What follows belongs to an exercise in optimizing a design on an open flow for small area and few clock cycles per item; a production flow would make more cautious choices.
Where RTL was checked, it was by simulation tests only, not by an equivalence proof against the original.

==> try-maple <==
## rgba_color_matrix_core
module rgba_color_matrix_core #(
	parameter int COEF_WIDTH     = 12,
	parameter int COEF_FRAC_BITS = 8
) (
	input  logic                            clk,
	input  logic                            arst_n,
	input  logic                            in_valid,
	output logic                            in_ready,
	input  logic [rcm_pkg::CHAN_W-1:0]      in_red,
	input  logic [rcm_pkg::CHAN_W-1:0]      in_green,
	input  logic [rcm_pkg::CHAN_W-1:0]      in_blue,
	input  logic [rcm_pkg::CHAN_W-1:0]      in_alpha,
	output logic                            out_valid,
	input  logic                            out_ready,
	output logic [rcm_pkg::CHAN_W-1:0]      out_red,
	output logic [rcm_pkg::CHAN_W-1:0]      out_green,
	output logic [rcm_pkg::CHAN_W-1:0]      out_blue,
	output logic [rcm_pkg::CHAN_W-1:0]      out_alpha,
	input  logic                            cfg_valid,
	output logic                            cfg_ready,
	input  logic [rcm_pkg::CFG_IDX_W-1:0]   cfg_index,
	input  logic [rcm_pkg::CFG_DATA_W-1:0]  cfg_data
);
==> module rgba_color_matrix_core, before the edit <==
module rgba_color_matrix_core #(
	parameter int COEF_WIDTH     = 12,
	parameter int COEF_FRAC_BITS = 8
) (
	input  logic                            clk,
	input  logic                            arst_n,
	input  logic                            in_valid,
	output logic                            in_ready,
	input  logic [rcm_pkg::CHAN_W-1:0]      in_red,
	input  logic [rcm_pkg::CHAN_W-1:0]      in_green,
	input  logic [rcm_pkg::CHAN_W-1:0]      in_blue,
	input  logic [rcm_pkg::CHAN_W-1:0]      in_alpha,
	output logic                            out_valid,
	input  logic                            out_ready,
	output logic [rcm_pkg::CHAN_W-1:0]      out_red,
	output logic [rcm_pkg::CHAN_W-1:0]      out_green,
	output logic [rcm_pkg::CHAN_W-1:0]      out_blue,
	output logic [rcm_pkg::CHAN_W-1:0]      out_alpha,
	input  logic                            cfg_valid,
	output logic                            cfg_ready,
	input  logic [rcm_pkg::CFG_IDX_W-1:0]   cfg_index,
	input  logic [rcm_pkg::CFG_DATA_W-1:0]  cfg_data
);
	localparam int ROWS  = rcm_pkg::ROWS;
	localparam logic [COEF_WIDTH-1:0] ONE_COEF = COEF_WIDTH'(64'd1 << COEF_FRAC_BITS);
	logic [ROWS-1:0][rcm_pkg::REG_W-1:0] row_q;
	logic [ROWS-1:0][rcm_pkg::REG_W-1:0] row_eff;
	logic [ROWS-1:0]                     row_set;
	logic [ROWS-1:0][22:0]               sum;
	logic [ROWS-1:0][7:0]                chan_next;
	logic [ROWS-1:0][7:0]                chan_q;
	logic                                valid_q;
	logic                                take;
	logic [31:0]                         pix_q;
	logic [3:0][7:0]                     thr_in;
	logic [3:0][7:0]                     thr_q;
	logic [39:0]                         thr;
	logic                                pix_valid_q;
	logic                                pix_ready;
	logic [31:0]                         pix_in;
	assign cfg_ready = 1'b1;
	for (genvar r = 0; r < ROWS; r++) begin : g_rowreg
		always_ff @(posedge clk or negedge arst_n) begin
			if (!arst_n)
				row_set[r] <= 1'b0;
			else if (cfg_valid && cfg_index == 3'(r))
				row_set[r] <= 1'b1;
		end
		always_ff @(posedge clk) begin
			if (cfg_valid && cfg_index == 3'(r))
				row_q[r] <= cfg_data[rcm_pkg::REG_W-1:0];
		end
		assign row_eff[r] = row_set[r] ? row_q[r] : rcm_pkg::REG_W'(ONE_COEF) << (COEF_WIDTH * r);
	end
	for (genvar r = 0; r < ROWS; r++) begin : g_row
		rcm_cell u_cell (.c(row_eff[r]), .x(pix_q), .t(thr), .s(sum[r]));
		rcm_clamp u_clamp (.s(sum[r]), .y(chan_next[r]));
	end
	assign pix_in = {in_red, in_green, in_blue, in_alpha};
	for (genvar k = 0; k < 4; k++) begin : g_thr
		logic [9:0] x3;
		assign x3        = {2'b00, pix_in[8*k +: 8]} + {1'b0, pix_in[8*k +: 8], 1'b0};
		assign thr_in[k] = x3[9:2];
		assign thr[10*k +: 10] = {thr_q[k], pix_q[8*k+1] ^ pix_q[8*k], pix_q[8*k]};
	end
	assign in_ready  = !pix_valid_q || pix_ready;
	always_ff @(posedge clk or negedge arst_n) begin
		if (!arst_n)
			pix_valid_q <= 1'b0;
		else
			pix_valid_q <= in_valid || (pix_valid_q && !pix_ready);
	end
	always_ff @(posedge clk) begin
		if (in_valid && in_ready) begin
			pix_q <= pix_in;
			thr_q <= thr_in;
		end
	end
	assign pix_ready = !valid_q || out_ready;
	assign take      = pix_valid_q && pix_ready;
	always_ff @(posedge clk or negedge arst_n) begin
		if (!arst_n)
			valid_q <= 1'b0;
		else
			valid_q <= pix_valid_q || (valid_q && !out_ready);
	end
	always_ff @(posedge clk) begin
		if (take)
			chan_q <= chan_next;
	end
	assign out_valid = valid_q;
	assign out_red   = chan_q[0];
	assign out_green = chan_q[1];
	assign out_blue  = chan_q[2];
	assign out_alpha = chan_q[3];
endmodule
export LEC_CHECK = 0
export ABC_AREA = 1
export CAP_MARGIN = 20
export CORE_MARGIN = 2
export CORE_UTILIZATION = 55
export CTS_BUF_LIST = sky130_fd_sc_hd__clkbuf_4 sky130_fd_sc_hd__clkbuf_8
export SLEW_MARGIN = 20
create_clock -name core_clock -period 8.0 [get_ports {clk}]
standard.sh (not shown) runs the stock make flow with config.mk's settings and CLKGATE_MAP_FILE= SYNTH_SCRIPT=/design/flow/synth_recipe.tcl, a recipe that flattens the netlist after the stock synthesis.
==> flow/flow/run.sh <==
#!/bin/bash
# Layout flow: the standard flow, except that Yosys's synth fine step runs
# without its quick abc pass (-noabc), so that extract_fa meets the adder
# tree's xor/majority logic as the RTL writes it and maps it to full adders
# without inverters around them. Everything else (the later abc mapping, the
# flip-flop mapping, flattening, renaming, floorplan to finish) is standard,
# except that the port buffers that global placement puts on every input and
# output are sky130_fd_sc_hd__buf_1 cells (BUFFER_PORTS_ARGS), and that Yosys
# maps carry chains with its own Brent-Kung look-ahead instead of ORFS's
# Kogge-Stone extra map (SYNTH_OPERATIONS_ARGS set, to a flag synth already
# gets, so that ORFS does not add the Kogge-Stone map).
set -euo pipefail
cd "$(dirname "$0")/.."
{
  echo 'proc synth {args} { if {[lsearch -glob $args "fine:*"] >= 0} { yosys synth -nofsm -noshare -noabc {*}$args } else { yosys synth -nofsm -noshare {*}$args } }'
  tail -n +2 synth_recipe.tcl
} > flow_synth.tcl
head -1 synth_recipe.tcl | grep -q '^proc synth' || { echo "unexpected synth_recipe.tcl" >&2; exit 1; }
sed -e "s|SYNTH_SCRIPT=[^ ]*|SYNTH_SCRIPT=$PWD/flow_synth.tcl 'BUFFER_PORTS_ARGS=-buffer_cell sky130_fd_sc_hd__buf_1' SYNTH_OPERATIONS_ARGS=-nofsm|" standard.sh > flow_standard.sh
grep -q "SYNTH_SCRIPT=$PWD/flow_synth.tcl" flow_standard.sh || { echo "could not set SYNTH_SCRIPT" >&2; exit 1; }
bash flow_standard.sh "$@" > flow_make.log 2>&1 || { tail -50 flow_make.log; exit 1; }
tail -5 flow_make.log
==> try-fjord: changes against try-maple <==
--- a/flow/design.v
+++ b/flow/design.v
@@ -1642,18 +1642,23 @@
 	logic                                pix_ready;
 	logic [31:0]                         pix_in;
 	assign cfg_ready = 1'b1;
+	logic [rcm_pkg::REG_W-1:0] cfg_row;
+	assign cfg_row = cfg_valid ? cfg_data[rcm_pkg::REG_W-1:0] : '0;
 	for (genvar r = 0; r < ROWS; r++) begin : g_rowreg
+		localparam logic [rcm_pkg::REG_W-1:0] ID_ROW = rcm_pkg::REG_W'(ONE_COEF) << (COEF_WIDTH * r);
+		logic row_we;
+		assign row_we = cfg_valid && cfg_index == 3'(r);
 		always_ff @(posedge clk or negedge arst_n) begin
 			if (!arst_n)
 				row_set[r] <= 1'b0;
-			else if (cfg_valid && cfg_index == 3'(r))
+			else if (row_we)
 				row_set[r] <= 1'b1;
 		end
 		always_ff @(posedge clk) begin
-			if (cfg_valid && cfg_index == 3'(r))
-				row_q[r] <= cfg_data[rcm_pkg::REG_W-1:0];
+			if (row_we || (!row_set[r] && !cfg_valid))
+				row_q[r] <= cfg_row | (cfg_valid ? '0 : ID_ROW);
 		end
-		assign row_eff[r] = row_set[r] ? row_q[r] : rcm_pkg::REG_W'(ONE_COEF) << (COEF_WIDTH * r);
+		assign row_eff[r] = row_q[r];
 	end
 	for (genvar r = 0; r < ROWS; r++) begin : g_row
 		rcm_cell u_cell (.c(row_eff[r]), .x(pix_q), .t(thr), .s(sum[r]));
==> flow/flow/run.sh (replaced) <==
#!/bin/bash
# Layout flow: the standard flow with these changes to synthesis:
#  - Yosys's synth fine step runs without its quick abc pass (-noabc), so
#    extract_fa meets the adder tree's xor/majority logic as the RTL writes it
#    and maps it to full adders without inverters around them;
#  - the final abc technology mapping uses flow/abc_map.script, ORFS's area
#    script without its buffering and sizing (OpenROAD's repair does those),
#  - Yosys maps carry chains with its own Brent-Kung look-ahead instead of
#    ORFS's Kogge-Stone extra map (SYNTH_OPERATIONS_ARGS set to a flag synth
#    already gets, so that ORFS does not add the Kogge-Stone map).
# Global placement's port buffers are sky130_fd_sc_hd__buf_1 cells
# (BUFFER_PORTS_ARGS). Flip-flop mapping, flattening, renaming and the layout
# steps are standard.
set -euo pipefail
cd "$(dirname "$0")/.."
W=$PWD
head -1 synth_recipe.tcl | grep -q '^proc synth' || { echo "unexpected synth_recipe.tcl line 1" >&2; exit 1; }
sed -n 2p synth_recipe.tcl | grep -q 'source \$::env(SCRIPTS_DIR)/synth.tcl' || { echo "unexpected synth_recipe.tcl line 2" >&2; exit 1; }
grep -q '^  log_cmd abc {\*}\$abc_args$' "$FLOW_HOME/scripts/synth.tcl" || { echo "unexpected synth.tcl" >&2; exit 1; }
sed 's|^  log_cmd abc {\*}\$abc_args$|  log_cmd abc {*}[lreplace $abc_args 1 1 '"$W"'/flow/abc_map.script]|' "$FLOW_HOME/scripts/synth.tcl" > flow_synth_orfs.tcl
{
  echo 'proc synth {args} { if {[lsearch -glob $args "fine:*"] >= 0} { yosys synth -nofsm -noshare -noabc {*}$args } else { yosys synth -nofsm -noshare {*}$args } }'
  echo "source $W/flow_synth_orfs.tcl"
  tail -n +3 synth_recipe.tcl
} > flow_synth.tcl
sed "s|SYNTH_SCRIPT=[^ ]*|SYNTH_SCRIPT=$W/flow_synth.tcl 'BUFFER_PORTS_ARGS=-buffer_cell sky130_fd_sc_hd__buf_1' SYNTH_OPERATIONS_ARGS=-nofsm|" standard.sh > flow_standard.sh
grep -q "SYNTH_SCRIPT=$W/flow_synth.tcl" flow_standard.sh || { echo "could not set SYNTH_SCRIPT" >&2; exit 1; }
bash flow_standard.sh "$@" > flow_make.log 2>&1 || { tail -50 flow_make.log; exit 1; }
tail -5 flow_make.log
==> flow/flow/abc_map.script (new file) <==
strash
dch
map -B 0.9
topo
ABC_AREA = unset   (was 1)
CORE_UTILIZATION = 52   (was 55)
==> qor summary <==
Post-layout instance area: try-fjord 0.0526 mm²; try-maple 0.0547 mm²
Final standard cell utilization of the core: try-fjord 58.3%; try-maple 60.8%
Number of fill cells: try-fjord 7973; try-maple 7861
Share of the synthesized netlist area taken by xor and xnor gates: try-fjord 2.16%; try-maple 0.735%
Proportion of cell area spent on the clock network: try-fjord 2.82%; try-maple 2.53%
Clock skew after layout: try-fjord 0.0322 ns; try-maple 0.0367 ns
1st-iter DRT viols: try-fjord 6328; try-maple 6910
Placed insts: try-fjord 6186; try-maple 6852
Worst-path maximum fanout: try-fjord 15; try-maple 9
Capture endpoint of the worst hold path: try-fjord row_set[0]; try-maple valid_q
Number of cells on the critical path: try-fjord 20; try-maple 24
Total routed wire length on the met1 layer: try-fjord 76.6 mm; try-maple 77.8 mm
Run status: try-fjord no timing/DRC/antenna violations; try-maple no timing/DRC/antenna violations
R2R cell count: try-fjord 20; try-maple 24
Final Net Count: try-fjord 6310; try-maple 6972
Syn nets: try-fjord 5938; try-maple 6756
Area enclosed by the die boundary: try-fjord 0.0937 mm²; try-maple 0.0932 mm²
Testbench counts of try-fjord, summed over its fixed seeds: cycles 8,384, items 8,192.
The RTL of try-maple was laid out without a check of its function.

## separate check: timing with driven ports
The flow's constraints put no driver on any port. The routed layouts listed below were extracted and timed again, unchanged, in two steps.
Step 1: set_driving_cell puts a clkbuf_16 on clk and a buf_2 on each other input, an assumption about the parent block.
Step 2 also shifts input and output timing later by t, the mid clock arrival at the registers, as if the neighbouring blocks saw the same clock.
Slacks: no drivers / after step 1 / after step 2; pairs: no drivers / after step 1.
| run | t (ns) | setup slack, ns | clock arrival spread, ns |
|---|---|---|---|
| try-maple | 0.803 | 0.253 / 0.253 / 0.253 | 0.042 / 0.042 |
| try-fjord | 0.807 | 0.233 / 0.233 / 0.233 | 0.032 / 0.033 |
After both steps setup and hold are still met in every run listed.
